This design comes from an exercise in tuning for small area and a short achievable clock period on the open sky130 flow, not from production work.
In this exercise RTL edits were held to simulation tests only and were not proved equivalent to the original.
Power figures rest on the tool's default switching activity, not on a simulated workload.

File: config.mk
export PLATFORM = sky130hd
export DESIGN_NAME = regfile_sb
export DESIGN_NICKNAME = regfile_sb
export VERILOG_FILES = /design/flow/design.v
export SDC_FILE = /design/flow/constraint.sdc
export NUM_CORES = 4
export LEC_CHECK = 0
export CAP_MARGIN = 20
export CORE_MARGIN = 2
export CORE_UTILIZATION = 55
export PLACE_DENSITY = 0.65
export SETUP_SLACK_MARGIN = 2.5
export SLEW_MARGIN = 20
export SYNTH_HIERARCHICAL = 1
export SYNTH_MINIMUM_KEEP_SIZE = 0
File: constraint.sdc
create_clock -name core_clock -period 7.8 [get_ports {clk}]
set_input_delay 1.5600 -clock core_clock [delete_from_list [all_inputs] [get_ports {clk}]]
set_output_delay 1.5600 -clock core_clock [all_outputs]
set_load 0.01 [all_outputs]
File: run.sh
#!/bin/bash
# synth_recipe.tcl (not shown) runs the flow's synth.tcl, then flattens the netlist and writes it again
# the make line also repeats each setting of config.mk as NAME=value (left out here)
make -C /OpenROAD-flow-scripts/flow DESIGN_CONFIG=/design/flow/config.mk WORK_HOME=/design/flow/orfs CLKGATE_MAP_FILE= SYNTH_SCRIPT=/design/flow/synth_recipe.tcl finish
File: design.v
module rf_inv   (input logic a, output logic y); assign y = ~a; endmodule
module rf_nor2  (input logic a, b, output logic y); assign y = ~(a | b); endmodule
module rf_nor3  (input logic a, b, c, output logic y); assign y = ~(a | b | c); endmodule
module rf_and2  (input logic a, b, output logic y); assign y = a & b; endmodule
module rf_and3  (input logic a, b, c, output logic y); assign y = a & b & c; endmodule
module rf_nand2 (input logic a, b, output logic y); assign y = ~(a & b); endmodule
module rf_nand4 (input logic a, b, c, d, output logic y); assign y = ~(a & b & c & d); endmodule
module rf_aoi22 (input logic a1, a2, b1, b2, output logic y); assign y = ~((a1 & a2) | (b1 & b2)); endmodule
module rf_aoi21 (input logic a1, a2, b1, output logic y); assign y = ~((a1 & a2) | b1); endmodule
module rf_aoi32 (input logic a1, a2, a3, b1, b2, output logic y);
  assign y = ~((a1 & a2 & a3) | (b1 & b2));
endmodule
module rf_or8 (
  input  logic [7:0] s,
  input  logic [7:0] v,
  output logic       z
);
  logic [3:0] p;
  for (genvar k = 0; k < 4; k++) begin : g_p
    assign p[k] = ~((s[2*k] & v[2*k]) | (s[2*k+1] & v[2*k+1]));
  end
  assign z = ~(&p);
endmodule
module rf_or7 (
  input  logic [6:0] s,
  input  logic [6:0] v,
  output logic       z
);
  logic [3:0] p;
  for (genvar k = 0; k < 3; k++) begin : g_p
    assign p[k] = ~((s[2*k] & v[2*k]) | (s[2*k+1] & v[2*k+1]));
  end
  assign p[3] = ~(s[6] & v[6]);
  assign z = ~(&p);
endmodule
module rf_rdec (
  input  logic [4:0]  addr,
  input  logic [31:0] wr,
  output logic [31:0] dec,
  output logic [31:0] sel
);
  logic [4:0] n;
  logic [3:0] lo;
  logic [7:0] hi;
  for (genvar k = 0; k < 5; k++) begin : g_inv
    rf_inv u (.a(addr[k]), .y(n[k]));
  end
  for (genvar j = 0; j < 4; j++) begin : g_lo
    rf_nor2 u (.a(j[1] ? n[1] : addr[1]), .b(j[0] ? n[0] : addr[0]), .y(lo[j]));
  end
  for (genvar j = 0; j < 8; j++) begin : g_hi
    rf_nor3 u (.a(j[2] ? n[4] : addr[4]), .b(j[1] ? n[3] : addr[3]),
               .c(j[0] ? n[2] : addr[2]), .y(hi[j]));
  end
  assign dec[0] = 1'b0;
  assign sel[0] = 1'b0;
  for (genvar i = 1; i < 32; i++) begin : g_sel
    rf_and2 ud (.a(lo[i % 4]), .b(hi[i / 4]), .y(dec[i]));
    rf_and3 us (.a(lo[i % 4]), .b(hi[i / 4]), .c(wr[i]), .y(sel[i]));
  end
endmodule
module rf_or32 (
  input  logic [31:0] s,
  input  logic [31:0] v,
  output logic        x1,
  output logic        x2
);
  logic [3:0] z;
  for (genvar k = 0; k < 4; k++) begin : g_z
    rf_or8 u (.s(s[8*k+7:8*k]), .v(v[8*k+7:8*k]), .z(z[k]));
  end
  rf_nor2 u1 (.a(z[0]), .b(z[1]), .y(x1));
  rf_nor2 u2 (.a(z[2]), .b(z[3]), .y(x2));
endmodule
module rf_or31 (
  input  logic [31:1] s,
  input  logic [31:1] v,
  output logic        x1,
  output logic        x2
);
  logic [3:0] z;
  for (genvar k = 0; k < 3; k++) begin : g_z
    rf_or8 u (.s(s[8*k+8:8*k+1]), .v(v[8*k+8:8*k+1]), .z(z[k]));
  end
  rf_or7 u3 (.s(s[31:25]), .v(v[31:25]), .z(z[3]));
  rf_nor2 u1 (.a(z[0]), .b(z[1]), .y(x1));
  rf_nor2 u2 (.a(z[2]), .b(z[3]), .y(x2));
endmodule
module rf_rport (
  input  logic [4:0]        addr,
  input  logic [31:0]       wr,
  input  logic [31:0]       busy,
  input  logic [31:0][31:0] q,       
  input  logic              hit,
  input  logic              nhit,
  input  logic [31:0]       nd,      
  output logic [31:0]       data,
  output logic              busy_o
);
  logic [31:0] dec, sel;
  logic        wa, nwa;
  rf_rdec u_dec (.addr(addr), .wr(wr), .dec(dec), .sel(sel));
  assign wa  = wr[addr];
  assign nwa = ~wa;
  for (genvar b = 0; b < 32; b++) begin : g_bit
    logic [31:0] v;
    logic [31:0] s;
    logic        x1, x2;
    for (genvar i = 0; i < 32; i++) begin : g_v
      if (i == 0) begin : g_z
        assign s[0] = (b < 5) ? nwa : 1'b0;
        assign v[0] = (b < 5) ? addr[b % 5] : 1'b0;
      end else begin : g_r
        assign s[i] = sel[i];
        assign v[i] = q[i][b];
      end
    end
    if (b < 5) begin : g_lo
      rf_or32 u_or (.s(s), .v(v), .x1(x1), .x2(x2));
    end else begin : g_hi
      rf_or31 u_or (.s(s[31:1]), .v(v[31:1]), .x1(x1), .x2(x2));
    end
    rf_aoi32 u_out (.a1(x1), .a2(x2), .a3(nhit), .b1(hit), .b2(nd[b]), .y(data[b]));
  end
  logic bx1, bx2;
  rf_or31 u_bor (.s(dec[31:1]), .v(busy[31:1]), .x1(bx1), .x2(bx2));
  rf_aoi21 u_bout (.a1(bx1), .a2(bx2), .b1(hit), .y(busy_o));
endmodule
module regfile_sb #(
  parameter int XLEN       = 32,
  parameter int NREGS      = 32,
  parameter int AW         = 5,
  parameter int BYPASS     = 1,
  parameter int ZERO_REG   = 1,
  parameter int INIT_INDEX = 1
) (
  input  logic             clk,
  input  logic             rst,
  input  logic             RegWEn,
  input  logic [AW-1:0]    AddrD,
  input  logic [XLEN-1:0]  DataD,
  input  logic [AW-1:0]    AddrA,
  input  logic [AW-1:0]    AddrB,
  output logic [XLEN-1:0]  DataA,
  output logic [XLEN-1:0]  DataB,
  input  logic             issue_en,
  input  logic [AW-1:0]    issue_rd,
  input  logic             flush,
  output logic             busy_a,
  output logic             busy_b,
  output logic [NREGS-1:0] busy_vec
);
  logic        we, iss;
  logic [31:0] w_we, w_set;
  logic [31:0][31:0] r_q;
  logic [31:0] r_wr, r_busy;
  assign we  = RegWEn   && (AddrD    != '0);
  assign iss = issue_en && (issue_rd != '0);
  for (genvar g = 0; g < 32; g++) begin : g_dec
    assign w_we[g]  = we  && (AddrD    == 5'(g));
    assign w_set[g] = iss && (issue_rd == 5'(g));
  end
  assign r_q[0]    = '0;
  assign r_wr[0]   = 1'b0;
  assign r_busy[0] = 1'b0;
  for (genvar g = 1; g < 32; g++) begin : g_reg
    always_ff @(posedge clk) begin
      if (w_we[g]) r_q[g] <= DataD;
    end
    always_ff @(posedge clk or posedge rst) begin
      if (rst) begin
        r_wr[g]   <= 1'b0;
        r_busy[g] <= 1'b0;
      end else begin
        if (w_we[g]) r_wr[g] <= 1'b1;
        if (flush)         r_busy[g] <= 1'b0;
        else if (w_set[g]) r_busy[g] <= 1'b1;
        else if (w_we[g])  r_busy[g] <= 1'b0;
      end
    end
  end
  logic        hit_a, hit_b;
  logic [31:0] nd;
  assign hit_a = we && (AddrD == AddrA);
  assign hit_b = we && (AddrD == AddrB);
  assign nd    = ~DataD;
  rf_rport u_pa (.addr(AddrA), .wr(r_wr), .busy(r_busy), .q(r_q), .hit(hit_a),
                 .nhit(~hit_a), .nd(nd), .data(DataA), .busy_o(busy_a));
  rf_rport u_pb (.addr(AddrB), .wr(r_wr), .busy(r_busy), .q(r_q), .hit(hit_b),
                 .nhit(~hit_b), .nd(nd), .data(DataB), .busy_o(busy_b));
  assign busy_vec = r_busy;
endmodule
==> notes.md, run 1 <==
Cell internal power was estimated by the tool at 9600 µW. The maximum level of the CTS H-tree is 3, and the net switching component of the power is 3100 µW. The critical path goes through buf_12 -> clkinvlp_4 -> buf_6 -> nor3_4 -> and3_4 -> buf_12 -> buf_16 -> buf_12 -> a22oi_2 -> nand4_1 -> nor2_4 -> a32oi_2 -> buf_2. The final cell area excluding filler cells came out at 57800 µm².

Across all register-to-register paths, the minimum setup slack is 6.62 ns. The logs give 104 for the cell row count and 0.507 for the sequential fraction of design power. Relative to the synthesized area, the layout overhead comes to 29.6%. Power spread over the standard cell area amounts to 220 nW/µm².

In the final routed layout, each cell accounts on average for 38.8 µm. The tools report the synthesized instance count as 2979. On the worst path, the slowest cell contributes a delay of 0.35 ns. For the count of final max-slew check failures, the log shows 0.

At the placement stage, the worst setup path has a slack of 0.780 ns. The clock latency of the later-clocked register in the worst-skew pair is 0.66 ns, and the total buffers and inverters traversed by the critical path is 7. The run gives 182 MHz as the upper clock frequency limit. For this design, the sink count on the clock tree is 1054.

155 I/O pins were placed. The post-CTS clock slew at the launch and capture registers of the worst setup and hold paths was 0.06 ns; the met2 track demand over resource in global routing was 0.656. The chip width is 289 µm. The number of placed instances, taps included, is 4375. The tools report the number of violations reported at the end of detailed-routing iteration 0 as 7391. For the finished layout, the period the worst path requires is 5.50 ns. Yosys printed 7 warnings. The kind of cell with the highest combined delay along the critical path is simple AND/OR/NAND/NOR gates. The logs give 0.554 for the starting density of the core and 6.24 ns for the worst endpoint required time.

In the routed layout, each cell is associated on average with a via count of 7.74. The first-pass GRT wire length is 257000 µm. The kind of critical path is in2out. The logs give 3.94 ns for the worst endpoint data arrival time and 3 for the maximum buffer depth of the clock tree. The flow ran to the end and the layout has no timing, DRC or antenna violations. Summing over every cut layer, the via total after detailed routing is 37500. The logs give 83400 µm² for the area of the die and 188000 µm for the sum of routed wire length over all layers. TritonCTS built the clock tree. The placed instances occupy a cell area of 49400 µm².

The cell area after technology mapping came out at 44600 µm². The number of failing hold endpoints at the final stage came out at 0. The worst setup path is captured at a primary output. Share of cells above drive strength 1: 0.281.

For the pin with the worst max-slew slack, the measured transition is 0.910 ns. The total number of nets in the final design was 3765. Measured along the y axis, the die boundary spans 289 µm. After detailed routing, the number of remaining DRC violations is 0. VDD sags by at most 0.240 mV. For the headroom to the max-slew limit, the log shows 0.394. In this run the most used layer during global routing was met2.

The setup slack of the critical path after layout is 2.30 ns. STA classifies the critical path startpoint as an input pin. The clock network fraction of total power is 0.399, and the largest net degree at the start of global routing is 63. Combined global-route utilization of all metal layers: 0.437. The run gives 0 as the number of buffers added to fix hold violations after cts. The number of standard cells in the layout, taps in and fillers out came out at 4850.

Along the worst path, the maximum fanout reaches 8. Setup repair after global routing could not meet its margin everywhere. Max-cap violations in this run came to 0. Setup violations remaining at the end of the flow were counted as 0. The kind of path behind the tightest hold check is reg2reg. The final HPWL from detailed placement came out at 105000 µm. The run gives 0.121 as the fraction of met3 tracks used by global routing. The count of nets left with antenna violations once routing finished came out at 0. In this run the tool buffered the top-level ports with 153 buffer cells. The final clock period utilization by the worst path was 0.706; the setup total negative slack was 0 ns. Routability-driven placement finished with a final weighted congestion of 1.00. The cell that appears most often on the critical path is sky130_fd_sc_hd__buf_12. The share of total power in combinational logic was 0.094; the net switching share of the total power was 0.244.

The initial antenna violation count was 3. After floorplanning, the core was sized to cover 80400 µm². The first detailed-routing pass took 9 iterations. Clock tree synthesis inserted a total of 104 buffers.

Each instance of the synthesized netlist takes up on average 15.0 µm². The number of global-route vias before repair is 35400. For the worst clock skew on the final layout, the log shows 0 ns. CTS placed an instance of sky130_fd_sc_hd__clkbuf_16 at the clock tree root. The total overflow reported by the global router was 0; the global routing usage on met1 was 0.582. Cell with the largest stage delay on the worst path: sky130_fd_sc_hd__nor3_4.

The leakage component of the power is 0.0190 µW.
[path summary, 6_finish.rpt]
path / from / endpoint / cells after the start
max: AddrB[2] / DataB[7] / 13
min: r_wr[6] / r_wr[6] / 1
max reg2reg: r_wr[28] / r_wr[28] / 1
min reg2reg: r_wr[6] / r_wr[6] / 1
max in group asynchronous: rst / r_wr[12] / 3
min in group asynchronous: rst / r_busy[17] / 3
[power groups by stage]
stage | sequential [µW] | clock, µW | combinational [µW]
after floorplan | 6460 | 0 | 392
after global routing | 6430 | 5290 | 1220
after CTS | 6420 | 5070 | 1080
after global placement | 6510 | 0 | 944
after detailed placement | 6510 | 0 | 957
final | 6430 | 5070 | 1200
[placed cells by master (no fill, tap or decap), types with 8 or more instances in the layout]
cell type and count:
sky130_fd_sc_hd__a32oi_1 20, sky130_fd_sc_hd__nand3_1 59, sky130_fd_sc_hd__a22oi_2 51, sky130_fd_sc_hd__buf_6 45, sky130_fd_sc_hd__a22oi_1 901, sky130_fd_sc_hd__nor2_1 51
sky130_fd_sc_hd__nor2_2 45, sky130_fd_sc_hd__and2_1 63, sky130_fd_sc_hd__xnor2_1 9, sky130_fd_sc_hd__buf_16 12, sky130_fd_sc_hd__clkinv_2 13, sky130_fd_sc_hd__and3_4 70
sky130_fd_sc_hd__buf_8 13, sky130_fd_sc_hd__nor2_4 78, sky130_fd_sc_hd__clkdlybuf4s50_1 72, sky130_fd_sc_hd__clkbuf_1 19, sky130_fd_sc_hd__inv_1 61, sky130_fd_sc_hd__dfrtp_1 62
sky130_fd_sc_hd__bufinv_16 12, sky130_fd_sc_hd__mux2i_1 32, sky130_fd_sc_hd__o32ai_1 29, sky130_fd_sc_hd__edfxtp_1 992, sky130_fd_sc_hd__clkinv_1 23, sky130_fd_sc_hd__or2_2 28
sky130_fd_sc_hd__buf_12 91, sky130_fd_sc_hd__clkbuf_2 8, sky130_fd_sc_hd__buf_4 306, sky130_fd_sc_hd__nor3_4 17, sky130_fd_sc_hd__nand4_1 212, sky130_fd_sc_hd__nand2_1 18
sky130_fd_sc_hd__a222oi_1 56, sky130_fd_sc_hd__a32oi_2 38, sky130_fd_sc_hd__buf_2 56, sky130_fd_sc_hd__clkbuf_16 115
[flip-flops by register name (all words and copies together), names as in the netlist]
| register | flops |
|---|---|
| r_busy | 31 |
| r_q | 992 |
| r_wr | 31 |
[cell type report]
cell class / count / area (µm²)
sequential: 1054 / 31300
fill: 5211 / 22700
clock inverter: 62 / 669
clock buffer: 124 / 2700
inverter: 72 / 294
antenna: 2 / 5.00
multi-input combinational: 1853 / 14900
timing repair buffer: 623 / 6560
tap: 1060 / 1330
[timing repair]
item,in CTS,in global routing
endpoints found under the hold margin,0,0
gates cloned,32,10
setup buffers,181,64
gates resized for setup,619,197
pin swaps,204,180
setup endpoints to repair,66,66
[per-stage QoR]
stage          hold WS [ns]  power, µW  utilization
6_report              0.579      12700        0.718
3_5_place_dp          0.544       7470        0.615
2_1_floorplan         0.485       6850            -
4_1_cts               0.569      12600        0.700
3_3_place_gp          0.554       7450        0.615
5_1_grt               0.605      12900        0.718
[metal layers]
metal	vias to the layer above	wire [µm]
met5	-	0
met4	0	12800
met3	674	28100
met2	3532	83400
met1	18700	63800
li1	14600	-
==> run 2: changes to the inputs <==
--- a/design.v
+++ b/design.v
@@ -1,6 +1,4 @@
-module rf_inv   (input logic a, output logic y); assign y = ~a; endmodule
 module rf_nor2  (input logic a, b, output logic y); assign y = ~(a | b); endmodule
-module rf_nor3  (input logic a, b, c, output logic y); assign y = ~(a | b | c); endmodule
 module rf_and2  (input logic a, b, output logic y); assign y = a & b; endmodule
 module rf_and3  (input logic a, b, c, output logic y); assign y = a & b & c; endmodule
 module rf_nand2 (input logic a, b, output logic y); assign y = ~(a & b); endmodule
@@ -33,24 +31,25 @@
   assign p[3] = ~(s[6] & v[6]);
   assign z = ~(&p);
 endmodule
+module rf_eq2 #(parameter int K = 0) (input logic [1:0] a, output logic y);
+  assign y = (a == 2'(K));
+endmodule
+module rf_eq3 #(parameter int K = 0) (input logic [2:0] a, output logic y);
+  assign y = (a == 3'(K));
+endmodule
 module rf_rdec (
   input  logic [4:0]  addr,
   input  logic [31:0] wr,
   output logic [31:0] dec,
   output logic [31:0] sel
 );
-  logic [4:0] n;
   logic [3:0] lo;
   logic [7:0] hi;
-  for (genvar k = 0; k < 5; k++) begin : g_inv
-    rf_inv u (.a(addr[k]), .y(n[k]));
-  end
   for (genvar j = 0; j < 4; j++) begin : g_lo
-    rf_nor2 u (.a(j[1] ? n[1] : addr[1]), .b(j[0] ? n[0] : addr[0]), .y(lo[j]));
+    rf_eq2 #(.K(j)) u (.a(addr[1:0]), .y(lo[j]));
   end
   for (genvar j = 0; j < 8; j++) begin : g_hi
-    rf_nor3 u (.a(j[2] ? n[4] : addr[4]), .b(j[1] ? n[3] : addr[3]),
-               .c(j[0] ? n[2] : addr[2]), .y(hi[j]));
+    rf_eq3 #(.K(j)) u (.a(addr[4:2]), .y(hi[j]));
   end
   assign dec[0] = 1'b0;
   assign sel[0] = 1'b0;
@@ -58,19 +57,6 @@
     rf_and2 ud (.a(lo[i % 4]), .b(hi[i / 4]), .y(dec[i]));
     rf_and3 us (.a(lo[i % 4]), .b(hi[i / 4]), .c(wr[i]), .y(sel[i]));
   end
-endmodule
-module rf_or32 (
-  input  logic [31:0] s,
-  input  logic [31:0] v,
-  output logic        x1,
-  output logic        x2
-);
-  logic [3:0] z;
-  for (genvar k = 0; k < 4; k++) begin : g_z
-    rf_or8 u (.s(s[8*k+7:8*k]), .v(v[8*k+7:8*k]), .z(z[k]));
-  end
-  rf_nor2 u1 (.a(z[0]), .b(z[1]), .y(x1));
-  rf_nor2 u2 (.a(z[2]), .b(z[3]), .y(x2));
 endmodule
 module rf_or31 (
   input  logic [31:1] s,
@@ -91,6 +77,7 @@
   input  logic [31:0]       wr,
   input  logic [31:0]       busy,
   input  logic [31:0][31:0] q,       
+  input  logic [31:0][4:0]  q1,      
   input  logic              hit,
   input  logic              nhit,
   input  logic [31:0]       nd,      
@@ -98,28 +85,21 @@
   output logic              busy_o
 );
   logic [31:0] dec, sel;
-  logic        wa, nwa;
   rf_rdec u_dec (.addr(addr), .wr(wr), .dec(dec), .sel(sel));
-  assign wa  = wr[addr];
-  assign nwa = ~wa;
   for (genvar b = 0; b < 32; b++) begin : g_bit
-    logic [31:0] v;
-    logic [31:0] s;
+    logic [31:1] v;
+    logic [31:1] s;
     logic        x1, x2;
-    for (genvar i = 0; i < 32; i++) begin : g_v
-      if (i == 0) begin : g_z
-        assign s[0] = (b < 5) ? nwa : 1'b0;
-        assign v[0] = (b < 5) ? addr[b % 5] : 1'b0;
-      end else begin : g_r
+    for (genvar i = 1; i < 32; i++) begin : g_v
+      if (b < 5 && ((i >> b) & 1) == 1) begin : g_one
+        assign s[i] = dec[i];
+        assign v[i] = q1[i][b];
+      end else begin : g_q
         assign s[i] = sel[i];
         assign v[i] = q[i][b];
       end
     end
-    if (b < 5) begin : g_lo
-      rf_or32 u_or (.s(s), .v(v), .x1(x1), .x2(x2));
-    end else begin : g_hi
-      rf_or31 u_or (.s(s[31:1]), .v(v[31:1]), .x1(x1), .x2(x2));
-    end
+    rf_or31 u_or (.s(s), .v(v), .x1(x1), .x2(x2));
     rf_aoi32 u_out (.a1(x1), .a2(x2), .a3(nhit), .b1(hit), .b2(nd[b]), .y(data[b]));
   end
   logic bx1, bx2;
@@ -181,12 +161,16 @@
   end
   logic        hit_a, hit_b;
   logic [31:0] nd;
+  logic [31:0][4:0] q1;
+  for (genvar g = 0; g < 32; g++) begin : g_q1
+    assign q1[g] = r_q[g][4:0] | {5{~r_wr[g]}};
+  end
   assign hit_a = we && (AddrD == AddrA);
   assign hit_b = we && (AddrD == AddrB);
   assign nd    = ~DataD;
-  rf_rport u_pa (.addr(AddrA), .wr(r_wr), .busy(r_busy), .q(r_q), .hit(hit_a),
+  rf_rport u_pa (.addr(AddrA), .wr(r_wr), .busy(r_busy), .q(r_q), .q1(q1), .hit(hit_a),
                  .nhit(~hit_a), .nd(nd), .data(DataA), .busy_o(busy_a));
-  rf_rport u_pb (.addr(AddrB), .wr(r_wr), .busy(r_busy), .q(r_q), .hit(hit_b),
+  rf_rport u_pb (.addr(AddrB), .wr(r_wr), .busy(r_busy), .q(r_q), .q1(q1), .hit(hit_b),
                  .nhit(~hit_b), .nd(nd), .data(DataB), .busy_o(busy_b));
   assign busy_vec = r_busy;
 endmodule
==> flow/run.sh (new file) <==
#!/bin/bash
set -euo pipefail
bash standard.sh "BUFFER_PORTS_ARGS=-buffer_cell sky130_fd_sc_hd__buf_2" finish > standard_finish.log 2>&1
==> standard.sh (new file) <==
#!/bin/bash
# synth_recipe.tcl (not shown) runs the flow's synth.tcl, then flattens the netlist and writes it again
# the make line also repeats each setting of config.mk as NAME=value (left out here)
make -C /OpenROAD-flow-scripts/flow DESIGN_CONFIG=/design/flow/config.mk WORK_HOME=/design/flow/orfs CLKGATE_MAP_FILE= SYNTH_SCRIPT=/design/flow/synth_recipe.tcl "${@:-finish}"
removed: run.sh
==> notes.md, run 2 <==
The sum of routed wire length over all layers was 174000 µm (was 188000 µm); the post-detailed-route wirelength per cell was 38.1 µm (was 38.8 µm). For the placed cell area, the log shows 47600 µm² (was 49400 µm²). TritonCTS built the clock tree.

The most repeated library cell on the critical path was sky130_fd_sc_hd__buf_2 (was sky130_fd_sc_hd__buf_12). The I/O pin total was 155 (unchanged). The logs give 0 (unchanged) for the number of failing hold endpoints at the final stage and 0.553 (was 0.554) for the starting density of the core. The tools report the fraction of met3 tracks used by global routing as 0.139 (was 0.121).

The maximum level of the CTS H-tree is 3 (unchanged). The number of global-route vias before repair was 34700 (was 35400). For the number of buffers added to fix hold violations after cts, the log shows 0 (unchanged).

The minimum hold slack was 0.537 ns (was 0.579 ns); the initial antenna violation count was 7 (was 3). The final HPWL from detailed placement was 100000 µm (was 105000 µm). The run gives 106 (was 104) as the CTS buffer count.

The clock tree root driver cell was sky130_fd_sc_hd__clkbuf_16 (unchanged). The largest net degree at the start of global routing is 63 (unchanged), and the worst clock skew on the final layout is 0 ns (unchanged). The worst endpoint required time was 6.24 ns (about the same); the number of max-cap violations was 0 (unchanged). The number of buffers inserted by port buffering works out to 153 (unchanged). For the combined global-route utilization of all metal layers, the log shows 0.413 (was 0.437). The most crowded layer after global routing was met2 (unchanged).

The first-pass GRT wire length is 243000 µm (was 257000 µm), and the setup total negative slack is 0 ns (unchanged). Cell with the largest stage delay on the worst path: sky130_fd_sc_hd__and3_2 (was sky130_fd_sc_hd__nor3_4). The tools report the number of warnings issued by yosys as 7 (unchanged). The transition time at the pin with the least slew margin came out at 1.01 ns (was 0.910 ns). Setup repair after global routing could not meet its margin everywhere.

For the number of violations reported at the end of detailed-routing iteration 0, the log shows 6518 (was 7391). The maximum fanout along the worst path is 24 (was 8), and the total overflow reported by the global router is 0 (unchanged). The number of nets with antenna violations after detailed routing is 0 (unchanged). Largest registers: r_q x992, r_busy x31, r_wr x31 (unchanged). The kind of launch point of the worst setup path is an input pin (unchanged). The kind of critical path was in2out (unchanged). The core area was 80200 µm² (was 80400 µm²); the post-route core utilization was 0.661 (was 0.718). The flip-flop count of the largest register after layout was 992 (unchanged); the delay contributed by the slowest stage of the critical path was 0.39 ns (was 0.35 ns).

The logs give 13700 µm² (was 14900 µm²) for the multi-input combinational cell area and 3 (unchanged) for the maximum buffer depth of the clock tree. Clock latency of the later-clocked register in the worst-skew pair: 0.69 ns (was 0.66 ns). The kind of path behind the tightest hold check is reg2reg (unchanged).

The count of final max-slew check failures is 0 (unchanged), and the overall die height is 288 µm (was 289 µm). The share of cells above drive strength 1 is 0.211 (was 0.281), and the headroom to the max-slew limit is 0.329 (was 0.394). The chip width was 288 µm (was 289 µm). The tools report the total number of vias as 35700 (was 37500). The global routing usage on met1 was 0.535 (was 0.582). The number of DRC violations after detailed routing came out at 0 (unchanged). The tools report the number of sinks on the clock net as 1054 (unchanged).

The most common cell after layout, fill and taps aside is sky130_fd_sc_hd__edfxtp_1 (unchanged). The relative area change from synthesis to final layout was 19.5% (was 29.6%). The setup slack of the critical path after layout was 2.31 ns (was 2.30 ns). Synthesized instance count: 2954 (was 2979).

Most frequent cells in the layout: sky130_fd_sc_hd__edfxtp_1, sky130_fd_sc_hd__a22oi_1, sky130_fd_sc_hd__nand4_1 (was sky130_fd_sc_hd__edfxtp_1, sky130_fd_sc_hd__a22oi_1, sky130_fd_sc_hd__buf_4). For the routability-driven placement congestion ratio, the log shows 0.983 (was 1.00). Minimum setup slack after placement: 1.56 ns (was 0.780 ns). The final clock period utilization by the worst path was 0.703 (was 0.706).

The iteration count of the initial detailed-routing pass is 16 (was 9). The run finished with no timing, DRC or antenna violations. For the final cell area excluding filler cells, the log shows 53000 µm² (was 57800 µm²).

The area of the die was 82900 µm² (was 83400 µm²). For the number of setup violations in the final report, the log shows 0 (unchanged). The post-CTS clock slew at the launch and capture registers of the worst setup and hold paths was 0.06 ns (about the same); the met2 track demand over resource in global routing was 0.619 (was 0.656).

The cell row count was 104 (unchanged). The post-layout minimum cycle time was 5.49 ns (was 5.50 ns); the average cell area after synthesis was 15.0 µm² (about the same). The tools report the critical path capture point type as a primary output (unchanged). The worst IR drop on VDD came out at 0.215 mV (was 0.240 mV). The register ranked first by flip-flop count was r_q (unchanged).

The upper clock frequency limit came out at 182 MHz (about the same). The run gives 3477 (was 3765) as the total number of nets in the final design. Series of cell instances along the critical path: buf_2 -> nor2_1 -> buf_4 -> and3_2 -> buf_8 -> a22oi_1 -> nand4_1 -> nor2_4 -> a32oi_2 -> buf_2 (was buf_12 -> clkinvlp_4 -> buf_6 -> nor3_4 -> and3_4 -> buf_12 -> buf_16 -> buf_12 -> a22oi_2 -> nand4_1 -> nor2_4 -> a32oi_2 -> buf_2). The number of fill cells in the layout came out at 5763 (was 5211). The cell area after technology mapping came out at 44400 µm² (was 44600 µm²).

The leakage component of the power is 0.0172 µW (was 0.0190 µW), and the area used by sequential logic in the layout is 31300 µm² (unchanged). The worst endpoint data arrival time was 3.93 ns (was 3.94 ns); the per-cell via count in the routed design was 7.79 (was 7.74). The ratio of total power to cell area is 234 nW/µm² (was 220 nW/µm²).
[run 2: cell count changes in the layout (fill, tap and decap cells not counted), moves of 50 or more]
cell	delta
sky130_fd_sc_hd__a22oi_2	-50
sky130_fd_sc_hd__buf_4	-152
sky130_fd_sc_hd__buf_2	+94
sky130_fd_sc_hd__buf_12	-65
sky130_fd_sc_hd__clkdlybuf4s50_1	-72
sky130_fd_sc_hd__nand2b_1	+78
[run 2: cell type report]
cell class / count / share of cell area
Sequential cell: 1054 / 0.591
Multi-Input combinational cell: 1828 / 0.259
Timing Repair Buffer: 366 / 0.0549
Clock buffer: 130 / 0.0527
Tap cell: 1060 / 0.0250
Clock inverter: 68 / 0.0119
Inverter: 64 / 0.00453
Antenna cell: 4 / 0.000189
[run 2: metal layers]
layer,part of all wire,vias to the layer above
li1,-,13900
met1,0.34,17700
met2,0.45,3385
met3,0.16,704
met4,0.057,12
met5,0.00088,-
[run 2: where the power goes]
part	internal (µW)	leakage, µW	switching, µW	total [µW]
logic	296	0.00576	665	961
clock network	2850	0.00167	2210	5060
registers	6290	0.00972	114	6410
total	9440	0.0172	2990	12400
[run 2: path summary, 6_finish.rpt]
path                          start   endpoint  slack (ns)  cells past startpoint
setup / recovery           AddrB[1]  DataB[14]        2.31                     10
hold / removal              r_wr[8]    r_wr[8]        0.54                      1
setup reg to reg            r_wr[9]    r_wr[9]        6.72                      1
hold reg to reg             r_wr[8]    r_wr[8]        0.54                      1
max in group asynchronous       rst   r_wr[29]        5.93                      3
min in group asynchronous       rst    r_wr[3]        1.15                      3
[run 2: through the flow]
stage,instances,power (µW)
2_1_floorplan,2954,6840
3_3_place_gp,4275,7300
3_5_place_dp,4275,7330
4_1_cts,4535,12300
5_1_grt,4570,12700
6_report,4574,12400
[run 2: what timing repair did]
item                                    CTS  global route
pin swaps                                19            24
gates cloned                              6             3
resized for setup                       182           122
setup buffers                            56            32
endpoints found under the setup margin   64            62
[run 2: critical path, delay by kind of cell]
family	cells	cell delay, ns
buf+inv	4	0.99
compound gates	2	0.48
simple gates	4	0.86
==> run 3: changes to the inputs <==
--- a/config.mk
+++ b/config.mk
@@ -8,6 +8,7 @@
 export CAP_MARGIN = 20
 export CORE_MARGIN = 2
 export CORE_UTILIZATION = 55
+export CTS_BUF_LIST = sky130_fd_sc_hd__clkbuf_4
 export PLACE_DENSITY = 0.65
 export SETUP_SLACK_MARGIN = 2.5
 export SLEW_MARGIN = 20
==> notes.md, run 3 <==
The flow ran to the end and the layout has no timing, DRC or antenna violations. The tools report the sequential fraction of design power as 0.526 (was 0.516). Most common cell after layout, fill and taps aside: sky130_fd_sc_hd__edfxtp_1 (unchanged). The chip width is 288 µm (unchanged), and the share of cells above drive strength 1 is 0.267 (was 0.211).

Total number of nets in the final design: 3660 (was 3477). The per-cell via count in the routed design is 7.59 (was 7.79), and the leakage component of the power is 0.0175 µW (was 0.0172 µW). The relative area change from synthesis to final layout is 19.2% (was 19.5%), and the routability-driven placement congestion ratio is 0.983 (unchanged).

The clock tree root driver cell is sky130_fd_sc_hd__clkbuf_4 (was sky130_fd_sc_hd__clkbuf_16). The starting density of the core is 0.553 (unchanged). The post-detailed-route wirelength per cell was 36.2 µm (was 38.1 µm); the iteration count of the initial detailed-routing pass was 10 (was 16). The transition time at the pin with the least slew margin works out to 1.01 ns (about the same).

For the internal power component, the log shows 9110 µW (was 9440 µW). Largest registers: r_q x992, r_busy x31, r_wr x31 (unchanged). Net switching share of the total power: 0.252 (was 0.240).

The tools report the net switching component of the power as 3060 µW (was 2990 µW). The initial antenna violation count is 9 (was 7). Critical path capture point type: a primary output (unchanged).

For the number of max-cap violations, the log shows 0 (unchanged). The synthesized instance count is 2954 (unchanged), and the maximum buffer depth of the clock tree is 4 (was 3). The number of nets with antenna violations after detailed routing was 0 (unchanged). The tools report the minimum setup slack among reg-to-reg paths as 6.73 ns (was 6.72 ns). The highest metal layer with signal wires was met5 (unchanged). The number of violations reported at the end of detailed-routing iteration 0 is 6681 (was 6518), and the total number of vias is 36800 (was 35700).

The worst IR drop on VDD was 0.163 mV (was 0.215 mV); the share of total power in combinational logic was 0.079 (was 0.077). Kind of critical path: in2out (unchanged). Register ranked first by flip-flop count: r_q (unchanged). The number of buffers inserted by port buffering was 153 (unchanged); the number of setup violations in the final report was 0 (unchanged). The tools report the number of sinks on the clock net as 1054 (unchanged). The number of DRC violations after detailed routing was 0 (unchanged).

For the met2 routed wirelength, the log shows 78100 µm (was 77900 µm). First-pass GRT wire length: 246000 µm (was 243000 µm). The post-CTS clock slew at the launch and capture registers of the worst setup and hold paths is 0.07 ns (was 0.06 ns), and the met3 wire length is 27400 µm (was 27300 µm). The maximum fanout along the worst path was 30 (was 24); the core area was 80200 µm² (unchanged). The clock latency of the later-clocked register in the worst-skew pair is 1.10 ns (was 0.69 ns), and the upper clock frequency limit is 186 MHz (was 182 MHz).

The tools report the total overflow reported by the global router as 0 (unchanged). The headroom to the max-slew limit was 0.329 (about the same); the count of final max-slew check failures was 0 (unchanged). The logs give 0.659 (was 0.661) for the post-route core utilization and 0.395 (was 0.407) for the clock network fraction of total power. The logs give 7 (unchanged) for the number of warnings issued by yosys and 36200 (was 34700) for the number of global-route vias before repair. Final clock period utilization by the worst path: 0.691 (was 0.703). The combined global-route utilization of all metal layers was 0.418 (was 0.413). The kind of path behind the tightest hold check is reg2reg (unchanged). The tools report the largest net degree at the start of global routing as 63 (unchanged).

For the cell area after technology mapping, the log shows 44400 µm² (unchanged). TritonCTS built the clock tree. Kind of launch point of the worst setup path: an input pin (unchanged).

The I/O pin total came out at 155 (unchanged). The ratio of total power to cell area works out to 230 nW/µm² (was 234 nW/µm²). The overall die height is 288 µm (unchanged), and the area of the die is 82900 µm² (unchanged). The average cell area after synthesis was 15.0 µm² (unchanged). The logs give 175000 µm (was 174000 µm) for the sum of routed wire length over all layers and 291 (was 106) for the CTS buffer count. The maximum level of the CTS H-tree is 5 (was 3). The worst endpoint data arrival time is 3.83 ns (was 3.93 ns), and the post-route met1 wirelength is 59800 µm (was 59100 µm). The worst clock skew on the final layout is 0 ns (unchanged). Most frequent cells in the layout: sky130_fd_sc_hd__edfxtp_1, sky130_fd_sc_hd__a22oi_1, sky130_fd_sc_hd__clkbuf_4 (was sky130_fd_sc_hd__edfxtp_1, sky130_fd_sc_hd__a22oi_1, sky130_fd_sc_hd__nand4_1). For the number of failing hold endpoints at the final stage, the log shows 0 (unchanged).

The flip-flop count of the largest register after layout works out to 992 (unchanged). The final HPWL from detailed placement is 100000 µm (unchanged). Setup total negative slack: 0 ns (unchanged). The post-layout minimum cycle time was 5.39 ns (was 5.49 ns). Setup repair after global routing could not meet its margin everywhere.

The logs give 104 (unchanged) for the cell row count and 6.24 ns (about the same) for the worst endpoint required time.
## run 3: what timing repair did
item | in CTS | in global routing
endpoints found under the setup margin | 64 | 60
cloned | 6 | 1
pin swaps | 18 | 26
gates resized for setup | 181 | 106
setup buffers | 51 | 37
hold buffers | 0 | 0
## run 3: area by class of cell
class / instances / area (µm²)
well taps: 1060 / 1330
multi-input cells: 1828 / 13700
repair buffers: 364 / 2830
fillers: 5989 / 27300
inverters: 64 / 240
clock buffers: 415 / 3120
flip-flops and latches: 1054 / 31300
diodes: 5 / 12.5
clock inverters: 59 / 320
## run 3: final timing paths
| check | startpoint | endpoint | cells after the start |
|---|---|---|---|
| max | AddrB[4] | DataB[24] | 9 |
| min | r_wr[2] | r_wr[2] | 1 |
| max reg2reg | r_wr[28] | r_wr[28] | 1 |
| min reg2reg | r_wr[2] | r_wr[2] | 1 |
| max in group asynchronous | rst | r_wr[20] | 3 |
| min in group asynchronous | rst | r_wr[15] | 3 |
## run 3: metrics by stage
step	cells	cell area [µm²]	total power (µW)	setup slack [ns]	hold WS, ns
floorplan	2954	44400	6840	3.01	0.465
global placement	4275	47600	7300	1.63	0.484
detailed placement	4275	47600	7330	1.56	0.493
CTS	4806	52200	12100	2.50	0.523
global route	4847	52900	12500	2.44	0.561
finish	4849	52900	12200	2.41	0.546
## run 3: metal layers
layer	up-vias	global-route usage
met3	745	0.150
met4	10	0.240
met5	-	0
li1	14400	-
met1	18000	0.537
met2	3580	0.616
## run 3: critical path, cell delays in order
cell and delay, ns:
sky130_fd_sc_hd__clkbuf_4 0.19, sky130_fd_sc_hd__nor3_4 0.37, sky130_fd_sc_hd__and3_1 0.25, sky130_fd_sc_hd__buf_8 0.31, sky130_fd_sc_hd__a22oi_1 0.15, sky130_fd_sc_hd__nand4_1 0.23
sky130_fd_sc_hd__nor2_1 0.14, sky130_fd_sc_hd__a32oi_1 0.39, sky130_fd_sc_hd__buf_2 0.21
## run 3: power by group through the flow
stage	sequential (µW)	combinational [µW]	clock, µW
2_1_floorplan	6470	374	0
3_3_place_gp	6500	807	0
3_5_place_dp	6500	821	0
4_1_cts	6390	876	4850
5_1_grt	6410	976	5160
6_report	6400	956	4810
==> run 4: changes to the inputs <==
--- a/config.mk
+++ b/config.mk
@@ -9,6 +9,8 @@
 export CORE_MARGIN = 2
 export CORE_UTILIZATION = 55
 export CTS_BUF_LIST = sky130_fd_sc_hd__clkbuf_4
+export CTS_CLUSTER_DIAMETER = 30
+export CTS_CLUSTER_SIZE = 8
 export PLACE_DENSITY = 0.65
 export SETUP_SLACK_MARGIN = 2.5
 export SLEW_MARGIN = 20
==> notes.md, run 4 <==
The kind of launch point of the worst setup path is an input pin (unchanged). The first element of the critical path is AddrA[4] (was AddrB[4]). The area of the die is 82900 µm² (unchanged), and the setup slack of the critical path after layout is 2.37 ns (was 2.41 ns). The combined global-route utilization of all metal layers came out at 0.414 (was 0.418). The post-layout minimum cycle time is 5.43 ns (was 5.39 ns), and the minimum setup slack after placement is 1.56 ns (unchanged). The cell area after technology mapping is 44400 µm² (unchanged).

The final clock period utilization by the worst path works out to 0.697 (was 0.691). Register ranked first by flip-flop count: r_q (unchanged). The routability-driven placement congestion ratio was 0.983 (unchanged); the number of max-cap violations was 0 (unchanged).

The number of DRC violations after detailed routing is 0 (unchanged), and the headroom to the max-slew limit is 0.332 (was 0.329). The total overflow reported by the global router was 0 (unchanged). Most frequent cells in the layout: sky130_fd_sc_hd__edfxtp_1, sky130_fd_sc_hd__a22oi_1, sky130_fd_sc_hd__clkbuf_4 (unchanged). For the total number of vias, the log shows 36400 (was 36800). Total number of nets in the final design: 3561 (was 3660). The average cell area after synthesis is 15.0 µm² (unchanged). For the area used by sequential logic in the layout, the log shows 31300 µm² (unchanged). The number of warnings issued by yosys was 7 (unchanged); the sum of routed wire length over all layers was 176000 µm (was 175000 µm). The worst endpoint required time was 6.24 ns (about the same); the per-cell via count in the routed design was 7.68 (was 7.59). The run gives 104 (unchanged) as the cell row count. The start point of the worst hold path is r_wr[2] (unchanged). Critical path capture point type: a primary output (unchanged).

Kind of path behind the tightest hold check: reg2reg (unchanged). For the number of fill cells in the layout, the log shows 5880 (was 5989). The worst endpoint data arrival time is 3.87 ns (was 3.83 ns), and the I/O pin total is 155 (unchanged).

The run finished with no timing, DRC or antenna violations. The maximum fanout along the worst path works out to 29 (was 30). Setup repair after global routing could not meet its margin everywhere. Share of cells above drive strength 1: 0.247 (was 0.267). The run gives 1054 (unchanged) as the number of sinks on the clock net. The flip-flop count of the largest register after layout works out to 992 (unchanged). The chip width was 288 µm (unchanged); the initial antenna violation count was 8 (was 9). The synthesized instance count is 2954 (unchanged), and the number of buffers inserted by port buffering is 153 (unchanged).

The tools report the final HPWL from detailed placement as 100000 µm (unchanged). Largest registers: r_q x992, r_busy x31, r_wr x31 (unchanged). The count of final max-slew check failures is 0 (unchanged), and the relative area change from synthesis to final layout is 18.9% (was 19.2%). The tools report the number of buffers added to fix hold violations after cts as 0 (unchanged). The post-detailed-route wirelength per cell was 37.2 µm (was 36.2 µm).

The post-CTS clock slew at the launch and capture registers of the worst setup and hold paths works out to 0.07 ns (about the same). For the upper clock frequency limit, the log shows 184 MHz (was 186 MHz). Clock tree root driver cell: sky130_fd_sc_hd__clkbuf_4 (unchanged).

The core area came out at 80200 µm² (unchanged). The number of setup violations in the final report came out at 0 (unchanged). The maximum level of the CTS H-tree was 4 (was 5). For the worst IR drop on VDD, the log shows 0.150 mV (was 0.163 mV). The largest net degree at the start of global routing is 63 (unchanged). The transition time at the pin with the least slew margin works out to 1.00 ns (was 1.01 ns).

The tools report the starting density of the core as 0.553 (unchanged). For the setup total negative slack, the log shows 0 ns (unchanged). The logs give 6718 (was 6681) for the number of violations reported at the end of detailed-routing iteration 0 and 0.0172 µW (was 0.0175 µW) for the leakage component of the power. The overall die height is 288 µm (unchanged). The most common cell after layout, fill and taps aside is sky130_fd_sc_hd__edfxtp_1 (unchanged). The tools report the number of failing hold endpoints at the final stage as 0 (unchanged). The clock latency of the later-clocked register in the worst-skew pair was 1.08 ns (was 1.10 ns).

The reg-to-reg startpoint was r_wr[9] (was r_wr[28]). Worst clock skew on the final layout: 0 ns (unchanged). The post-route core utilization is 0.658 (was 0.659), and the total power is 12200 µW (about the same). The number of global-route vias before repair came out at 35400 (was 36200).

For the maximum buffer depth of the clock tree, the log shows 3 (was 4). The ratio of total power to cell area was 231 nW/µm² (was 230 nW/µm²). The kind of critical path is in2out (unchanged).

The number of nets with antenna violations after detailed routing is 0 (unchanged), and the iteration count of the initial detailed-routing pass is 12 (was 10). The CTS buffer count came out at 202 (was 291). The first-pass GRT wire length is 243000 µm (was 246000 µm). TritonCTS built the clock tree. For the multi-input combinational cell area, the log shows 13700 µm² (about the same).
[run 4: worst paths after layout]
check	slack [ns]	cells past startpoint	end
worst max register to register	6.74	1	r_wr[9]
worst max-delay path	2.37	9	DataA[30]
worst min-delay path	0.54	1	r_wr[2]
max in group asynchronous	6.33	3	r_wr[19]
worst min register to register	0.54	1	r_wr[2]
min in group asynchronous	0.72	3	r_wr[11]
[run 4: final cells by class]
class                   count  share of cell area
inverters                  64             0.00456
well taps                1060              0.0252
repair buffers            354              0.0534
clock inverters           120              0.0269
multi-input cells        1828               0.260
flip-flops and latches   1054               0.594
clock buffers             245              0.0349
diodes                      7            0.000332
[run 4: repair_timing]
item	CTS	global route
pin swaps	18	29
cloned	6	4
setup buffers	49	26
setup endpoints to repair	64	60
gates resized for setup	179	117
[run 4: worst max-delay path: stages]
cell and delay, ns:
sky130_fd_sc_hd__buf_2 0.24, sky130_fd_sc_hd__and3b_2 0.36, sky130_fd_sc_hd__and3_1 0.20, sky130_fd_sc_hd__clkbuf_8 0.28, sky130_fd_sc_hd__a22oi_1 0.23, sky130_fd_sc_hd__nand4_1 0.12
sky130_fd_sc_hd__nor2_1 0.35, sky130_fd_sc_hd__a32oi_2 0.29, sky130_fd_sc_hd__buf_2 0.22
[run 4: report_power, final]
part | internal (µW) | switching (µW) | total [µW]
clock | 2580 | 2270 | 4840
combinational | 294 | 671 | 965
sequential | 6280 | 113 | 6400
[run 4: through the flow]
stage               cell area, µm²  std cells  hold slack (ns)
floorplan                    44400       2954            0.465
global placement             47600       4275            0.484
detailed placement           47600       4275            0.493
CTS                          52000       4695            0.525
global route                 52700       4728            0.565
finish                       52700       4732            0.543
[run 4: layer usage]
metal	routed length, µm	track usage	vias up
met2	78500	0.616	3606
met5	173	0.00581	-
li1	-	-	14200
met1	58900	0.537	17800
met4	10500	0.230	12
met3	28200	0.140	744
==> run 5: changes to the inputs <==
--- a/config.mk
+++ b/config.mk
@@ -12,7 +12,7 @@
 export CTS_CLUSTER_DIAMETER = 30
 export CTS_CLUSTER_SIZE = 8
 export PLACE_DENSITY = 0.65
-export SETUP_SLACK_MARGIN = 2.5
+export SETUP_SLACK_MARGIN = 2.7
 export SLEW_MARGIN = 20
 export SYNTH_HIERARCHICAL = 1
 export SYNTH_MINIMUM_KEEP_SIZE = 0
==> notes.md, run 5 <==
The flow ran to the end and the layout has no timing, DRC or antenna violations. The number of DRC violations after detailed routing came out at 0 (unchanged). Share of cells above drive strength 1: 0.278 (was 0.247). Kind of critical path: in2out (unchanged).

The number of violations reported at the end of detailed-routing iteration 0 was 7426 (was 6718); the overall die height was 288 µm (unchanged). The logs give 202 (unchanged) for the CTS buffer count and 37200 (was 36400) for the total number of vias. The number of max-cap violations is 0 (unchanged), and the setup total negative slack is 0 ns (unchanged). The kind of launch point of the worst setup path is an input pin (unchanged). Largest net degree at the start of global routing: 63 (unchanged). The transition time at the pin with the least slew margin is 1.00 ns (about the same).

The register ranked first by flip-flop count was r_q (unchanged). The sum of routed wire length over all layers was 184000 µm (was 176000 µm); the number of sinks on the clock net was 1054 (unchanged). The number of global-route vias before repair was 35800 (was 35400).

The tools report the critical path capture point type as a primary output (unchanged). TritonCTS built the clock tree. For the total overflow reported by the global router, the log shows 0 (unchanged). The first-pass GRT wire length came out at 247000 µm (was 243000 µm). Core area: 80200 µm² (unchanged). The number of setup violations in the final report was 0 (unchanged); the final HPWL from detailed placement was 100000 µm (unchanged). The routability-driven placement congestion ratio was 0.983 (unchanged).

Most frequent cells in the layout: sky130_fd_sc_hd__edfxtp_1, sky130_fd_sc_hd__a22oi_1, sky130_fd_sc_hd__clkbuf_4 (unchanged). The post-layout minimum cycle time was 5.22 ns (was 5.43 ns). The ratio of total power to cell area was 226 nW/µm² (was 231 nW/µm²); the chip width was 288 µm (unchanged).

Met3 wire length: 28900 µm (was 28200 µm). Post-route met1 wirelength: 61800 µm (was 58900 µm). The tools report the met2 routed wirelength as 81100 µm (was 78500 µm).

The run gives 3638 (was 3561) as the total number of nets in the final design. The post-detailed-route wirelength per cell is 38.3 µm (was 37.2 µm), and the count of final max-slew check failures is 0 (unchanged). The run gives 8 (unchanged) as the initial antenna violation count. For the worst IR drop on VDD, the log shows 0.146 mV (was 0.150 mV). The starting density of the core was 0.553 (unchanged). The final clock period utilization by the worst path is 0.669 (was 0.697). The leakage component of the power was 0.0179 µW (was 0.0172 µW). Largest registers: r_q x992, r_busy x31, r_wr x31 (unchanged). The post-route core utilization is 0.678 (was 0.658), and the per-cell via count in the routed design is 7.74 (was 7.68).

The area of the die is 82900 µm² (unchanged). Upper clock frequency limit: 192 MHz (was 184 MHz). The highest metal layer with signal wires is met5 (unchanged). Post-CTS clock slew at the launch and capture registers of the worst setup and hold paths: 0.07 ns (about the same). The number of fill cells in the layout is 5673 (was 5880), and the I/O pin total is 155 (unchanged). The logs give 6.24 ns (about the same) for the worst endpoint required time and 0 (unchanged) for the number of failing hold endpoints at the final stage. The most common cell after layout, fill and taps aside was sky130_fd_sc_hd__edfxtp_1 (unchanged). The flip-flop count of the largest register after layout was 992 (unchanged); the number of buffers added to fix hold violations after cts was 0 (unchanged). The maximum buffer depth of the clock tree was 3 (unchanged). The tools report the headroom to the max-slew limit as 0.331 (was 0.332). The maximum level of the CTS H-tree was 4 (unchanged); the number of nets with antenna violations after detailed routing was 0 (unchanged). The maximum fanout along the worst path was 30 (was 29). The average cell area after synthesis is 15.0 µm² (unchanged), and the worst endpoint data arrival time is 3.66 ns (was 3.87 ns). The combined global-route utilization of all metal layers is 0.421 (was 0.414), and the worst clock skew on the final layout is 0 ns (unchanged). The cell row count is 104 (unchanged).

The run gives 7 (unchanged) as the number of warnings issued by yosys. The tools report the cell area after technology mapping as 44400 µm² (unchanged). Setup repair after global routing could not meet its margin everywhere. The relative area change from synthesis to final layout works out to 22.5% (was 18.9%).

The synthesized instance count was 2954 (unchanged); the clock latency of the later-clocked register in the worst-skew pair was 1.06 ns (was 1.08 ns). The number of buffers inserted by port buffering was 153 (unchanged). The clock tree root driver cell was sky130_fd_sc_hd__clkbuf_4 (unchanged). Iteration count of the initial detailed-routing pass: 9 (was 12). Kind of path behind the tightest hold check: reg2reg (unchanged).
run 5: per-layer routing:
metal	up-vias	global-route usage
met5	-	0
met4	12	0.235
met3	835	0.144
met2	3787	0.630
met1	18200	0.541
li1	14400	-
run 5: path summary, 6_finish.rpt:
path / start / end / slack (ns) / cells after the start
setup / recovery: AddrB[3] / DataB[13] / 2.58 / 9
min in group asynchronous: rst / r_wr[12] / 0.72 / 3
hold / removal: r_wr[16] / r_wr[16] / 0.54 / 1
max in group asynchronous: rst / r_wr[19] / 6.32 / 3
setup reg to reg: r_wr[28] / r_wr[28] / 6.65 / 1
hold reg to reg: r_wr[16] / r_wr[16] / 0.54 / 1
run 5: through the flow:
stage               area, µm²  total power, µW  hold WS [ns]  instances  setup WS, ns
CTS                     53100            12200         0.525       4746          2.64
floorplan               44400             6840         0.465       2954          3.01
global placement        47600             7300         0.484       4275          1.63
global route            54300            12600         0.565       4805          2.57
finish                  54400            12300         0.539       4808          2.58
detailed placement      47600             7330         0.493       4275          1.56
run 5: layout make-up:
class,instances,area [µm²],share of cell area
Clock inverter,120,1420,0.0261
Antenna cell,6,15.0,0.000276
Timing Repair Buffer,425,3940,0.0724
Sequential cell,1054,31300,0.577
Inverter,64,240,0.00442
Clock buffer,245,1840,0.0338
Tap cell,1060,1330,0.0244
Multi-Input combinational cell,1834,14200,0.262
run 5: critical path, cell delays in order:
cell	delay, ns
sky130_fd_sc_hd__buf_12	0.12
sky130_fd_sc_hd__and3b_4	0.46
sky130_fd_sc_hd__and3_1	0.26
sky130_fd_sc_hd__buf_12	0.24
sky130_fd_sc_hd__a22oi_1	0.15
sky130_fd_sc_hd__nand4_1	0.16
sky130_fd_sc_hd__nor2_4	0.08
sky130_fd_sc_hd__a32oi_1	0.36
sky130_fd_sc_hd__buf_2	0.21
run 5: power breakdown:
part / internal [µW] / total (µW) / leakage, µW / switching [µW]
clock: 2570 / 4850 / 0.00180 / 2270
combinational: 347 / 1060 / 0.00635 / 708
sequential: 6280 / 6400 / 0.00972 / 119
run 5: what timing repair did:
| item | in CTS | in global routing |
|---|---|---|
| gates cloned | 8 | 22 |
| endpoints found under the hold margin | 0 | 0 |
| buffers inserted | 98 | 34 |
| endpoints found under the setup margin | 65 | 64 |
| pin swaps | 99 | 55 |
| gates resized for setup | 347 | 112 |
==> run 6: changes to the inputs <==
--- a/config.mk
+++ b/config.mk
@@ -11,7 +11,7 @@
 export CTS_BUF_LIST = sky130_fd_sc_hd__clkbuf_4
 export CTS_CLUSTER_DIAMETER = 30
 export CTS_CLUSTER_SIZE = 8
-export PLACE_DENSITY = 0.65
+export PLACE_DENSITY = 0.8
 export SETUP_SLACK_MARGIN = 2.7
 export SLEW_MARGIN = 20
 export SYNTH_HIERARCHICAL = 1
==> notes.md, run 6 <==
The post-detailed-route wirelength per cell was 37.1 µm (was 38.3 µm). The combined global-route utilization of all metal layers came out at 0.393 (was 0.421). Setup slack of the critical path after layout: 2.34 ns (was 2.58 ns). The cell with the largest stage delay on the worst path is sky130_fd_sc_hd__a32oi_2 (was sky130_fd_sc_hd__and3b_4).

Delay contributed by the slowest stage of the critical path: 0.49 ns (was 0.46 ns). The post-layout minimum cycle time is 5.46 ns (was 5.22 ns), and the cell row count is 104 (unchanged). Cell depth of the worst hold path: 1 (unchanged). The post-CTS clock slew at the launch and capture registers of the worst setup and hold paths came out at 0.07 ns (about the same).

Most frequent cells in the layout: sky130_fd_sc_hd__edfxtp_1, sky130_fd_sc_hd__a22oi_1, sky130_fd_sc_hd__clkbuf_4 (unchanged). The number of DRC violations after detailed routing was 0 (unchanged). For the upper clock frequency limit, the log shows 183 MHz (was 192 MHz). The run gives 0.337 (was 0.331) as the headroom to the max-slew limit. The tools report the cell area after technology mapping as 44400 µm² (unchanged).

The number of failing hold endpoints at the final stage was 0 (unchanged); the worst clock skew on the final layout was 0 ns (unchanged). Worst IR drop on VDD: 0.124 mV (was 0.146 mV). The register ranked first by flip-flop count is r_q (unchanged). The synthesized instance count is 2954 (unchanged).

TritonCTS built the clock tree. The maximum fanout along the worst path was 8 (was 30); the worst endpoint data arrival time was 3.90 ns (was 3.66 ns). The largest net degree at the start of global routing was 63 (unchanged). The per-cell via count in the routed design was 8.01 (was 7.74); the transition time at the pin with the least slew margin was 0.995 ns (was 1.00 ns). The average cell area after synthesis works out to 15.0 µm² (unchanged).

The first-pass GRT wire length was 234000 µm (was 247000 µm); the relative area change from synthesis to final layout was 21.1% (was 22.5%). The initial antenna violation count came out at 12 (was 8). The tools report the total overflow reported by the global router as 0 (unchanged). For the minimum setup slack after placement, the log shows 1.67 ns (was 1.56 ns). Final clock period utilization by the worst path: 0.700 (was 0.669). The tools report the start point of the worst hold path as r_wr[20] (was r_wr[16]). Ratio of total power to cell area: 212 nW/µm² (was 226 nW/µm²). The area of the die was 82900 µm² (unchanged); the chip width was 288 µm (unchanged).

The reg-to-reg startpoint is r_wr[14] (was r_wr[28]). The run gives 6.66 ns (was 6.65 ns) as the minimum setup slack among reg-to-reg paths. The logs give 0.670 (was 0.678) for the post-route core utilization and 0 ns (unchanged) for the setup total negative slack. The sum of routed wire length over all layers came out at 177000 µm (was 184000 µm). The endpoint of the worst-slack reg-to-reg timing path is r_wr[14] (was r_wr[28]). The flip-flop count of the largest register after layout is 992 (unchanged). The number of nets with antenna violations after detailed routing came out at 0 (unchanged). The tools report the critical path capture point type as a primary output (unchanged). The number of global-route vias before repair is 35300 (was 35800). Most common cell after layout, fill and taps aside: sky130_fd_sc_hd__edfxtp_1 (unchanged). Series of cell instances along the critical path: buf_8 -> nor2_4 -> buf_6 -> buf_4 -> and3_2 -> a22oi_1 -> nand4_1 -> nor2_1 -> a32oi_2 -> buf_2 (was buf_12 -> and3b_4 -> and3_1 -> buf_12 -> a22oi_1 -> nand4_1 -> nor2_4 -> a32oi_1 -> buf_2). The kind of path behind the tightest hold check is reg2reg (unchanged).

The number of sinks on the clock net came out at 1054 (unchanged). The overall die height is 288 µm (unchanged), and the number of warnings issued by yosys is 7 (unchanged). The starting density of the core is 0.553 (unchanged). The run gives 0 (unchanged) as the number of buffers added to fix hold violations after cts.

The worst endpoint required time is 6.24 ns (about the same). The logs give 182 (was 202) for the CTS buffer count and 80200 µm² (unchanged) for the core area. The iteration count of the initial detailed-routing pass is 15 (was 9), and the share of cells above drive strength 1 is 0.276 (was 0.278). The total number of vias is 38300 (was 37200), and the maximum level of the CTS H-tree is 4 (unchanged). The end of the worst hold path was r_wr[20] (was r_wr[16]).

The number of buffers inserted by port buffering was 153 (unchanged); the maximum buffer depth of the clock tree was 3 (unchanged). The run gives 1.09 ns (was 1.06 ns) as the clock latency of the later-clocked register in the worst-skew pair. The tools report the leakage component of the power as 0.0176 µW (was 0.0179 µW). The tools report the clock tree root driver cell as sky130_fd_sc_hd__clkbuf_4 (unchanged).

The number of violations reported at the end of detailed-routing iteration 0 was 8462 (was 7426). The run gives 155 (unchanged) as the I/O pin total. Setup repair after global routing could not meet its margin everywhere.

For the count of final max-slew check failures, the log shows 0 (unchanged). Total number of nets in the final design: 3643 (was 3638). For the routability-driven placement congestion ratio, the log shows 0.993 (was 0.983).

Largest registers: r_q x992, r_busy x31, r_wr x31 (unchanged). Worst-case reg-to-reg path depth: 1 (unchanged). The tools report the final HPWL from detailed placement as 91800 µm (was 100000 µm). The kind of critical path was in2out (unchanged). The run finished with no timing, DRC or antenna violations.

The kind of launch point of the worst setup path is an input pin (unchanged). For the number of max-cap violations, the log shows 0 (unchanged). The tools report the number of setup violations in the final report as 0 (unchanged).
run 6: per-stage QoR:
step | cell area, µm² | power [µW] | instances | hold slack [ns]
6_report | 53700 | 11400 | 4782 | 0.575
5_1_grt | 53700 | 11600 | 4773 | 0.591
4_1_cts | 52000 | 11100 | 4673 | 0.541
3_5_place_dp | 47400 | 7290 | 4260 | 0.502
3_3_place_gp | 47400 | 7270 | 4260 | 0.495
2_1_floorplan | 44400 | 6840 | 2954 | 0.465
run 6: power breakdown:
part	internal (µW)	total, µW	switching [µW]	leakage (µW)
clock network	1770	3900	2130	0.00139
logic	355	1070	719	0.00644
registers	6280	6420	137	0.00972
total	8410	11400	2980	0.0176
run 6: critical path, delay by kind of cell:
kind / cells / cell delay (ns)
simple gates: 4 / 0.96
compound gates: 2 / 0.64
buf+inv: 4 / 0.72
run 6: worst max path at each step:
stage                 to  slack, ns      from
4_1_cts        DataB[13]       2.66  AddrB[1]
3_5_place_dp   DataA[26]       1.67  AddrA[4]
3_3_place_gp   DataA[22]       1.76  AddrA[3]
2_1_floorplan   DataA[0]       3.01  AddrA[1]
5_1_grt         DataB[7]       2.49  AddrB[1]
6_report        DataB[7]       2.34  AddrB[1]
run 6: area by class of cell:
class / instances / area, µm²
Tap cell: 1060 / 1330
Clock inverter: 84 / 761
Antenna cell: 15 / 37.5
Fill cell: 5202 / 26400
Clock buffer: 221 / 1660
Sequential cell: 1054 / 31300
Inverter: 64 / 240
Timing Repair Buffer: 426 / 3880
Multi-Input combinational cell: 1858 / 14500
run 6: repair_timing:
| item | CTS | global route |
|---|---|---|
| setup endpoints to repair | 64 | 64 |
| gates resized for setup | 304 | 153 |
| gates cloned | 25 | 28 |
| pin swaps | 100 | 164 |
| setup buffers | 83 | 66 |
run 6: metal layers:
metal  wire [µm]  GRT usage  vias to the layer above
met5          13          0                        -
met4       16200      0.252                        2
met3       30700      0.146                     1259
met2       76800      0.592                     4562
met1       53600      0.479                    18100
li1            -          -                    14400
==> run 7: changes to the inputs <==
--- a/config.mk
+++ b/config.mk
@@ -12,7 +12,7 @@
 export CTS_CLUSTER_DIAMETER = 30
 export CTS_CLUSTER_SIZE = 8
 export PLACE_DENSITY = 0.8
-export SETUP_SLACK_MARGIN = 2.7
+export SETUP_SLACK_MARGIN = 2.6
 export SLEW_MARGIN = 20
 export SYNTH_HIERARCHICAL = 1
 export SYNTH_MINIMUM_KEEP_SIZE = 0
==> notes.md, run 7 <==
The run finished with no timing, DRC or antenna violations. For the final cell area excluding filler cells, the log shows 52600 µm² (was 53700 µm²). The total number of nets in the final design was 3589 (was 3643); the post-detailed-route wirelength per cell was 35.9 µm (was 37.1 µm). The placed cell area was 47400 µm² (unchanged). The maximum buffer depth of the clock tree was 3 (unchanged). The average cell area after synthesis is 15.0 µm² (unchanged). The number of buffers inserted by port buffering is 153 (unchanged), and the global routing usage on met1 is 0.477 (was 0.479). The ratio of total power to cell area was 215 nW/µm² (was 212 nW/µm²). Kind of launch point of the worst setup path: an input pin (unchanged). The total number of vias is 37200 (was 38300). The count of final max-slew check failures is 0 (unchanged), and the worst-case reg-to-reg path depth is 1 (unchanged). Synthesized instance count: 2954 (unchanged). The tools report the number of fill cells in the layout as 5408 (was 5202). TritonCTS built the clock tree. Register ranked first by flip-flop count: r_q (unchanged). For the number of standard cells in the layout, taps in and fillers out, the log shows 4720 (was 4782).

For the number of buffers added to fix hold violations after cts, the log shows 0 (unchanged). The starting density of the core was 0.553 (unchanged). The worst endpoint required time came out at 6.24 ns (about the same). Kind of path behind the tightest hold check: reg2reg (unchanged). The iteration count of the initial detailed-routing pass is 17 (was 15). The tools report the minimum hold slack as 0.566 ns (was 0.575 ns).

The number of sinks on the clock net was 1054 (unchanged); the minimum setup slack among reg-to-reg paths was 6.67 ns (was 6.66 ns). For the number of DRC violations after detailed routing, the log shows 0 (unchanged). The upper clock frequency limit was 187 MHz (was 183 MHz); the leakage component of the power was 0.0171 µW (was 0.0176 µW).

The number of nets with antenna violations after detailed routing was 0 (unchanged). The most crowded layer after global routing was met2 (unchanged). The overall die height is 288 µm (unchanged), and the cell row count is 104 (unchanged). For the number of max-cap violations, the log shows 0 (unchanged). Most frequent cells in the layout: sky130_fd_sc_hd__edfxtp_1, sky130_fd_sc_hd__a22oi_1, sky130_fd_sc_hd__clkbuf_4 (unchanged).

The number of violations reported at the end of detailed-routing iteration 0 is 8151 (was 8462), and the final HPWL from detailed placement is 91800 µm (unchanged). The flip-flop count of the largest register after layout is 992 (unchanged), and the delay contributed by the slowest stage of the critical path is 0.35 ns (was 0.49 ns). The logs give 228000 µm (was 234000 µm) for the first-pass GRT wire length and 0.381 (was 0.393) for the combined global-route utilization of all metal layers. The chip width is 288 µm (unchanged).

The post-CTS clock slew at the launch and capture registers of the worst setup and hold paths is 0.08 ns (was 0.07 ns), and the critical path depth is 10 (unchanged). The run gives 0 (unchanged) as the number of failing hold endpoints at the final stage. Largest registers: r_q x992, r_busy x31, r_wr x31 (unchanged). CTS buffer count: 182 (unchanged).

The number of global-route vias before repair is 34700 (was 35300), and the setup total negative slack is 0 ns (unchanged). The minimum setup slack after placement is 1.67 ns (unchanged). The run gives 44400 µm² (unchanged) as the cell area after technology mapping. Cell type group with the largest total delay on the critical path: simple AND/OR/NAND/NOR gates (unchanged). The run gives 170000 µm (was 177000 µm) as the sum of routed wire length over all layers. The maximum fanout along the worst path is 14 (was 8), and the maximum level of the CTS H-tree is 4 (unchanged). Routability-driven placement congestion ratio: 0.993 (unchanged). The transition time at the pin with the least slew margin was 0.971 ns (was 0.995 ns); the met2 track demand over resource in global routing was 0.573 (was 0.592). The cell with the largest stage delay on the worst path is sky130_fd_sc_hd__and3_2 (was sky130_fd_sc_hd__a32oi_2).

Clock tree root driver cell: sky130_fd_sc_hd__clkbuf_4 (unchanged). Number of setup violations in the final report: 0 (unchanged). The total buffers and inverters traversed by the critical path was 4 (unchanged).

The setup slack of the critical path after layout was 2.44 ns (was 2.34 ns); the I/O pin total was 155 (unchanged). The kind of critical path was in2out (unchanged). The tools report the fraction of met3 tracks used by global routing as 0.133 (was 0.146). Most common cell after layout, fill and taps aside: sky130_fd_sc_hd__edfxtp_1 (unchanged). The post-layout minimum cycle time works out to 5.36 ns (was 5.46 ns). The largest net degree at the start of global routing is 63 (unchanged), and the cell depth of the worst hold path is 1 (unchanged). The relative area change from synthesis to final layout was 18.7% (was 21.1%); the initial antenna violation count was 6 (was 12). The number of warnings issued by yosys was 7 (unchanged). The critical path capture point type is a primary output (unchanged). Setup repair after global routing could not meet its margin everywhere.

The run gives 3.80 ns (was 3.90 ns) as the worst endpoint data arrival time. The run gives 0.128 mV (was 0.124 mV) as the worst IR drop on VDD. The logs give 0 (unchanged) for the total overflow reported by the global router and 1.08 ns (was 1.09 ns) for the clock latency of the later-clocked register in the worst-skew pair. The core area is 80200 µm² (unchanged). The area of the die is 82900 µm² (unchanged). The final clock period utilization by the worst path is 0.687 (was 0.700). Number of placed instances with taps included: 4260 (unchanged). The headroom to the max-slew limit is 0.353 (was 0.337).

Series of cell instances along the critical path: clkbuf_4 -> nor2b_4 -> buf_12 -> buf_4 -> and3_2 -> a22oi_1 -> nand4_1 -> nor2_1 -> a32oi_2 -> buf_2 (was buf_8 -> nor2_4 -> buf_6 -> buf_4 -> and3_2 -> a22oi_1 -> nand4_1 -> nor2_1 -> a32oi_2 -> buf_2). The share of cells above drive strength 1 works out to 0.249 (was 0.276). The worst clock skew on the final layout was 0 ns (unchanged); the per-cell via count in the routed design was 7.89 (was 8.01).
run 7: worst paths after layout:
kind / start / end
worst max-delay path: AddrB[1] / DataB[7]
worst min-delay path: r_wr[20] / r_wr[20]
worst max register to register: r_wr[13] / r_wr[13]
worst min register to register: r_wr[20] / r_wr[20]
max in group asynchronous: rst / r_wr[2]
min in group asynchronous: rst / r_wr[27]
run 7: cell type report:
type                       instances  area (µm²)  share of cell area
clock buffer                     221        1660              0.0315
antenna                            7        17.5            0.000333
clock inverter                    84         761              0.0145
sequential                      1054       31300               0.595
multi-input combinational       1854       14200               0.270
timing repair buffer             376        3100              0.0589
inverter                          64         240             0.00456
tap                             1060        1330              0.0252
run 7: per-stage QoR:
stage | power (µW) | util
floorplan | 6840 | -
global placement | 7270 | 0.592
detailed placement | 7290 | 0.592
CTS | 11100 | 0.640
global route | 11500 | 0.657
finish | 11300 | 0.657
run 7: metal layers:
layer / vias to the layer above / wire, µm
li1: 14200 / -
met3: 1010 / 29500
met2: 4227 / 74400
met5: - / 34
met1: 17700 / 51900
met4: 6 / 13700
run 7: power by group:
group	switching (µW)	internal, µW	total, µW
sequential	135	6280	6420
combinational	684	323	1010
clock	2100	1770	3870
total	2920	8380	11300
run 7: what timing repair did:
item                                    4_1_cts  5_1_grt
endpoints found under the setup margin       64       63
gates cloned                                 20       18
pin swaps                                    39       83
resized for setup                           215      130
buffers inserted                             62       48

-- afterwards: timing with drivers on the ports --
The flow's constraints put no driver on any port. The routed layouts listed below were extracted and timed again, unchanged, in two steps. Step 1 assumes that a clkbuf_16 drives the clock port and a buf_2 every other input. Step 2, shift: input delay + t, output delay - t, t = (earliest + latest rising clock arrival at the registers) / 2. This alone moves slack from input paths to output paths. Three values: ideal, step 1, step 2; two values: the first two.
run | shift t [ns] | setup WS [ns]
run 1 | 0.742 | 2.296 / 2.232 / 2.232
run 2 | 0.752 | 2.314 / 2.294 / 2.294
run 3 | 1.175 | 2.411 / 2.382 / 2.382
run 4 | 1.169 | 2.367 / 2.324 / 2.324
run 5 | 1.149 | 2.585 / 2.498 / 2.498
run 6 | 1.167 | 2.338 / 2.235 / 2.235
run 7 | 1.153 | 2.443 / 2.415 / 2.415
After both steps every run listed still meets setup and hold.
